This is an optimization exercise on Yosys and OpenROAD, whose aim is small area, a short achievable clock period and few clock cycles per item, not a production implementation.
Only simulation tests tie the RTL to the original design; equivalence was not proved.
Power and IR drop assume default switching activity.

Setup of build 89:
Design differential_temp_fan_stepper_core, start of the top module:
module differential_temp_fan_stepper_core
(
    input  wire logic        clk,
    input  wire logic        rst_n,
    input  wire logic        sensor_valid,
    output logic             sensor_ready,
    input  wire logic [15:0] sensor_sample_a,
    input  wire logic [15:0] sensor_sample_b,
    output logic             status_valid,
    input  wire logic        status_ready,
    output logic [2:0]       status_fan_level,
    output logic             status_level_changed,
    output logic             status_compared,
    output logic [14:0]      status_average_difference,
    output logic             status_relay_low_cap,
    output logic             status_relay_high_cap,
    output logic             status_main_relay,
    input  wire logic        cfg_valid,
    output logic             cfg_ready,
    input  wire logic [3:0]  cfg_index,
    input  wire logic [15:0] cfg_data
);
Size in the first run: roughly 2400 cells after synthesis, ~400 flip-flops, roughly 83 I/O pins, roughly 0.022 sq mm of cells after synthesis.
export LEC_CHECK = 0
export ABC_AREA = 1
export CAP_MARGIN = 20
export CORE_MARGIN = 2
export CORE_UTILIZATION = 40
export CTS_CLUSTER_DIAMETER = 100
export CTS_CLUSTER_SIZE = 18
export SETUP_SLACK_MARGIN = 5
export SLEW_MARGIN = 20
export SYNTH_HIERARCHICAL = 1
create_clock -name core_clock -period 8.0 [get_ports {clk}]
standard.sh (not shown) runs the stock make flow with config.mk's settings and CLKGATE_MAP_FILE= SYNTH_SCRIPT=/design/flow/synth_recipe.tcl, a recipe that flattens the netlist after the stock synthesis.
==> flow/flow/run.sh <==
#!/bin/bash
# Layout flow: the standard flow (standard.sh, synthesis to finish),
# unchanged except that buffer_ports builds the input and output port
# buffers from sky130_fd_sc_hd__buf_2 rather than the cell it picks itself.
# standard.sh's full output is kept in standard.log in this folder.
set -e
export BUFFER_PORTS_ARGS="-buffer_cell sky130_fd_sc_hd__buf_2"
bash standard.sh > standard.log 2>&1
Testbench counts of build 89, summed over its fixed seeds: cycles 16,040, items 16,000.
Changes in trial 16 relative to build 89:
# build 89
export LEC_CHECK = 0
export ABC_AREA = 1
export CAP_MARGIN = 20
export CORE_MARGIN = 2
export CORE_UTILIZATION = 40
export CTS_CLUSTER_DIAMETER = 100
export CTS_CLUSTER_SIZE = 18
export SETUP_SLACK_MARGIN = 5
export SLEW_MARGIN = 20
export SYNTH_HIERARCHICAL = 1
create_clock -name core_clock -period 8.0 [get_ports {clk}]
# trial 16
export LEC_CHECK = 0
export ABC_AREA = 1
export CAP_MARGIN = 20
export CORE_MARGIN = 2
export CORE_UTILIZATION = 40
export CTS_CLUSTER_DIAMETER = 135
export CTS_CLUSTER_SIZE = 26
export SETUP_SLACK_MARGIN = 5
export SLEW_MARGIN = 20
export SYNTH_HIERARCHICAL = 1
create_clock -name core_clock -period 8.0 [get_ports {clk}]
==> flow/flow/run.sh <==
#!/bin/bash
# Layout flow: the standard flow (standard.sh, synthesis to finish),
# unchanged except that buffer_ports builds the input and output port
# buffers from sky130_fd_sc_hd__buf_1 rather than the cell it picks itself.
# standard.sh's full output is kept in standard.log in this folder.
set -e
export BUFFER_PORTS_ARGS="-buffer_cell sky130_fd_sc_hd__buf_1"
bash standard.sh > standard.log 2>&1
Notes after the runs:
Trial 16: PASS, flow complete, no timing, DRC or antenna violations. Area added between synthesis and finish, trial 16 and build 89, lower one = trial 16. On setup fix buffers added after clock tree synthesis, the higher figure sits with build 89, not trial 16. Of the two values seen for slowest stage cell on the critical path, sky130_fd_sc_hd__nand3_1 was produced by build 89 and sky130_fd_sc_hd__nor3_1 by trial 16. Compared with build 89, trial 16 shows a lower worst setup slack. Trial 16 against build 89: global-route met2 utilization down 0.68 points; final cell count down about 0.34%.

differential_temp_fan_stepper_core, a different RTL version from the one above (not shown whole).
Size: roughly 2600 cells after synthesis, roughly 83 I/O pins, about 0.022 sq mm of cells after synthesis.
export LEC_CHECK = 0
export ABC_AREA = 1
export CAP_MARGIN = 20
export CORE_MARGIN = 2
export CORE_UTILIZATION = 40
export CTS_CLUSTER_DIAMETER = 120
export CTS_CLUSTER_SIZE = 22
export SETUP_SLACK_MARGIN = 4
export SLEW_MARGIN = 20
export SYNTH_HIERARCHICAL = 1
create_clock -name core_clock -period 8.0 [get_ports {clk}]
run.sh (not shown) runs the stock make flow with config.mk's settings and CLKGATE_MAP_FILE= SYNTH_SCRIPT=/design/flow/synth_recipe.tcl, a recipe that flattens the netlist after the stock synthesis.
Stock flow here: none of the scripts above is used.
Testbench counts at the start, summed over its fixed seeds: cycles 16,040, items 16,000.
Next try:
Settings changed: SETUP_SLACK_MARGIN 4 to 4.5.
The new run went through all stages and came out clean.
Hold slack hardly moves.
Clock skew hardly moves.
Core utilization rises by 0.12 points.
Critical path depth falls by 1.
Clock-buffer cell count is unchanged.
Wire length rises by 0.90%.
Non-clock buffer count rises by 2.
Register-to-register slack gains 0.02 ns.
Final area is about the same.
Fmax rises by 11%.
Worst setup slack gains 0.35 ns.
Next try:
Settings changed: ABC_AREA 1 to default, CTS_CLUSTER_DIAMETER 120 to default, CTS_CLUSTER_SIZE 22 to default, SETUP_SLACK_MARGIN 4.5 to 4.
Worst setup slack loses 0.59 ns.
Via count grows by 0.94%.
Final cell count is lower by 12%.
Count of clock-buffer cells in the layout grows by 16.
Worst hold slack got worse by 0.0049 ns.
Synthesized cell count drops by 18%.
Sequential share of layout area is lower by 3.6 points.
Total power rose by about 20%.
Clock power rises by about 80%.
Cell area rose by about 8%.
Next try:
Settings changed: ABC_AREA from default to 1, CTS_CLUSTER_DIAMETER from default to 120, CTS_CLUSTER_SIZE from default to 22, SETUP_SLACK_MARGIN 4 to 5.
What happened:
- count of clock-buffer cells in the layout drops by 15
- maximum frequency climbs by a quarter to a third
- global-route usage drops by 0.72 points
- synthesized area drops by a few percent
- setup slack improved by 0.94 ns
- clock power drops by well over a third
- sequential cell count does not change
- routed wire length drops by a little under a tenth
- synthesized cell count climbs by about a fifth
- design area drops by a few percent
- non-clock buffer count drops by 49

== run A ==
Another version of the RTL of differential_temp_fan_stepper_core (not shown whole).
For scale: roughly 2600 cells after synthesis, roughly 400 flip-flops, about 83 I/O pins.
Settings: LEC_CHECK=0, ABC_AREA=1, CAP_MARGIN=20, CORE_MARGIN=2, CORE_UTILIZATION=40, CTS_BUF_LIST=sky130_fd_sc_hd__clkbuf_8, CTS_CLUSTER_DIAMETER=100, CTS_CLUSTER_SIZE=16, SETUP_SLACK_MARGIN=5, SLEW_MARGIN=20, SYNTH_HIERARCHICAL=1; clock period 8.0 ns.
Testbench counts of run A, summed over its fixed seeds: cycles 16,040, items 16,000.
> inputs changed (run A -> run B)
- CTS_CLUSTER_DIAMETER changed from 100 to 120
- CTS_BUF_LIST removed (was sky130_fd_sc_hd__clkbuf_8)
- CORE_UTILIZATION changed from 40 to 55
- CTS_CLUSTER_SIZE changed from 16 to 22
==> flow/flow/run.sh (new file) <==
#!/bin/bash
# Layout flow: the standard flow (standard.sh, synthesis to finish),
# unchanged except that buffer_ports builds the input and output port
# buffers from sky130_fd_sc_hd__buf_2 rather than the cell it picks itself.
# standard.sh's full output is kept in standard.log in this folder.
set -e
export BUFFER_PORTS_ARGS="-buffer_cell sky130_fd_sc_hd__buf_2"
bash standard.sh > standard.log 2>&1
==> flow/standard.sh (new file) <==
#!/bin/bash
# synth_recipe.tcl (not shown) runs the flow's synth.tcl, then flattens the netlist and writes it again
# the make line also repeats each setting of config.mk as NAME=value (left out here)
make -C /OpenROAD-flow-scripts/flow DESIGN_CONFIG=/design/flow/config.mk WORK_HOME=/design/flow/orfs CLKGATE_MAP_FILE= SYNTH_SCRIPT=/design/flow/synth_recipe.tcl "${@:-finish}"
removed: flow/run.sh
Notes after the runs:
- Per the comparison of run B with run A, count of clock-buffer cells in the layout now larger; cell area went down about 2.4%.
- In run B, final worst-path cycle share is lower than in run A.
- The setup slack of run B is larger than that of run A.
- Summary — relative area of non-clock buffer cells in the final design, run B relative to run A: lower, by 1.7 points.
Relative to run B, the following input files were edited for run C:
- CORE_UTILIZATION: 55 -> 40
- PLACE_DENSITY: unset -> 0.7
Findings:
Per the final summary, run B finished and its layout is clean on timing, DRC and antenna.
Run C | status: complete | timing, DRC, antenna: pass
Run C vs run B on layout overhead on the synthesized area: run C is the higher one.
Run C packs its core more loosely than run B.
The clock network power share number comes out higher for run C vs run B.
Relative to run B, the post-place instance area measured on run C has increased slightly.
Run B → run C: smallest setup slack after layout decreased by 0.0075 ns relative to the old numbers, fraction of standard cell area that is sequential fell by 0.37 points.
Going from run B to run C, final setup skew higher; aggregate global routing overflow held.
Changes in run D relative to run C:
- PLACE_DENSITY removed (was 0.7)
- CTS_CLUSTER_SIZE removed (was 22)
- ABC_AREA removed (was 1)
- CTS_CLUSTER_DIAMETER removed (was 120)
- SETUP_SLACK_MARGIN changed from 5 to 4
==> flow/run.sh (new file) <==
#!/bin/bash
# synth_recipe.tcl (not shown) runs the flow's synth.tcl, then flattens the netlist and writes it again
# the make line also repeats each setting of config.mk as NAME=value (left out here)
make -C /OpenROAD-flow-scripts/flow DESIGN_CONFIG=/design/flow/config.mk WORK_HOME=/design/flow/orfs CLKGATE_MAP_FILE= SYNTH_SCRIPT=/design/flow/synth_recipe.tcl finish
removed: flow/flow/run.sh
removed: flow/standard.sh
### Flow results
Run D gives less number of cells on the worst reg-to-reg path than run C did.
Worst clock skew deteriorates in run D relative to run C.
Per the comparison of run D with run C, post-detailed-routing wire length +about 16%, clock network fraction of design power +5.6 points, signed area change from the synthesized netlist to the final layout +4.9 points.
Run C reports its last element of the critical path as u_datapath.new_reg[16] while run D reports q_reg[4].
The layout buffering overhead excluding clock cells in run D sits 2.4 points above the value recorded for run C.
Wire length on met3 of run D exceeds that of run C by more than half.
Summary: with run C as the reference, distinct cell type count after synthesis in run D moved up by more than half.
Hold slack: run C vs run D, no meaningful difference
Setup changes, run D to run E
- CORE_UTILIZATION now 55, was 40
- ABC_AREA now 1, previously not set
- CTS_CLUSTER_SIZE now 22, previously not set
- SETUP_SLACK_MARGIN now 5, was 4
- CTS_CLUSTER_DIAMETER now 120, previously not set
### Flow results
As of run E, multi-input logic area had fallen by more than 10% compared to run D.
Note that the number of fill cells recorded for run D amounts to 1.6 times the value seen in run E.
| fraction of layout instances using a drive strength above 1 | higher: run D |
For run D, the startpoint of the worst setup timing path was e_reg[16], unlike run E, where it was status_ready.
Run D consumes more power than run E.

afterwards: timing with drivers on the ports:
The results above use ideal ports. As a check the final layouts listed here were re-extracted and re-timed, cells and wires unchanged.
Step 1 sets driving cells, clkbuf_16 on the clock port and buf_2 on the other inputs (assumed; they add their load-dependent delay and slew).
Step 2 also shifts input and output timing later by t, the mid clock arrival at the registers, as if the neighbouring blocks saw the same clock.
Three values: ideal ports, drivers, drivers and shift; two values: the first two.
run | t, ns | setup WS [ns] | worst hold slack (ns) | slew at the worst register clock pin (ns) | worst slew at a driven data input, ns
build 89 | 0.623 | 5.112 / 5.140 / 4.517 | 0.403 / 0.403 / 0.403 | 0.09 / 0.09 | 0.04
trial 16 | 0.603 | 5.105 / 5.140 / 4.537 | 0.407 / 0.407 / 0.407 | 0.12 / 0.12 | 0.04
the first run of note 2 | 0.595 | 4.329 / 4.358 / 3.764 | 0.416 / 0.416 / 0.416 | 0.10 / 0.10 | 0.05
the second run of note 2 | 0.595 | 4.681 / 4.713 / 4.119 | 0.415 / 0.415 / 0.415 | 0.10 / 0.10 | 0.05
the third run of note 2 | 0.641 | 4.096 / 4.126 / 3.485 | 0.410 / 0.410 / 0.410 | 0.06 / 0.06 | 0.06
the fourth run of note 2 | 0.607 | 5.034 / 5.012 / 4.455 | 0.414 / 0.414 / 0.414 | 0.10 / 0.10 | 0.05
run A | 0.688 | 4.980 / 5.002 / 4.314 | 0.420 / 0.420 / 0.420 | 0.11 / 0.11 | 0.05
run B | 0.604 | 5.166 / 5.178 / 4.597 | 0.410 / 0.410 / 0.410 | 0.10 / 0.10 | 0.05
run C | 0.603 | 5.159 / 5.185 / 4.582 | 0.409 / 0.409 / 0.409 | 0.11 / 0.11 | 0.08
run D | 0.621 | 4.024 / 4.024 / 3.679 | 0.408 / 0.408 / 0.408 | 0.07 / 0.07 | 0.10
run E | 0.607 | 5.107 / 5.056 / 4.530 | 0.415 / 0.415 / 0.415 | 0.10 / 0.10 | 0.05
After both steps setup and hold are still met in every run listed. For run A, which loses most, drivers alone change the setup slack by +0.022 ns; drivers and shift together by -0.666 ns.
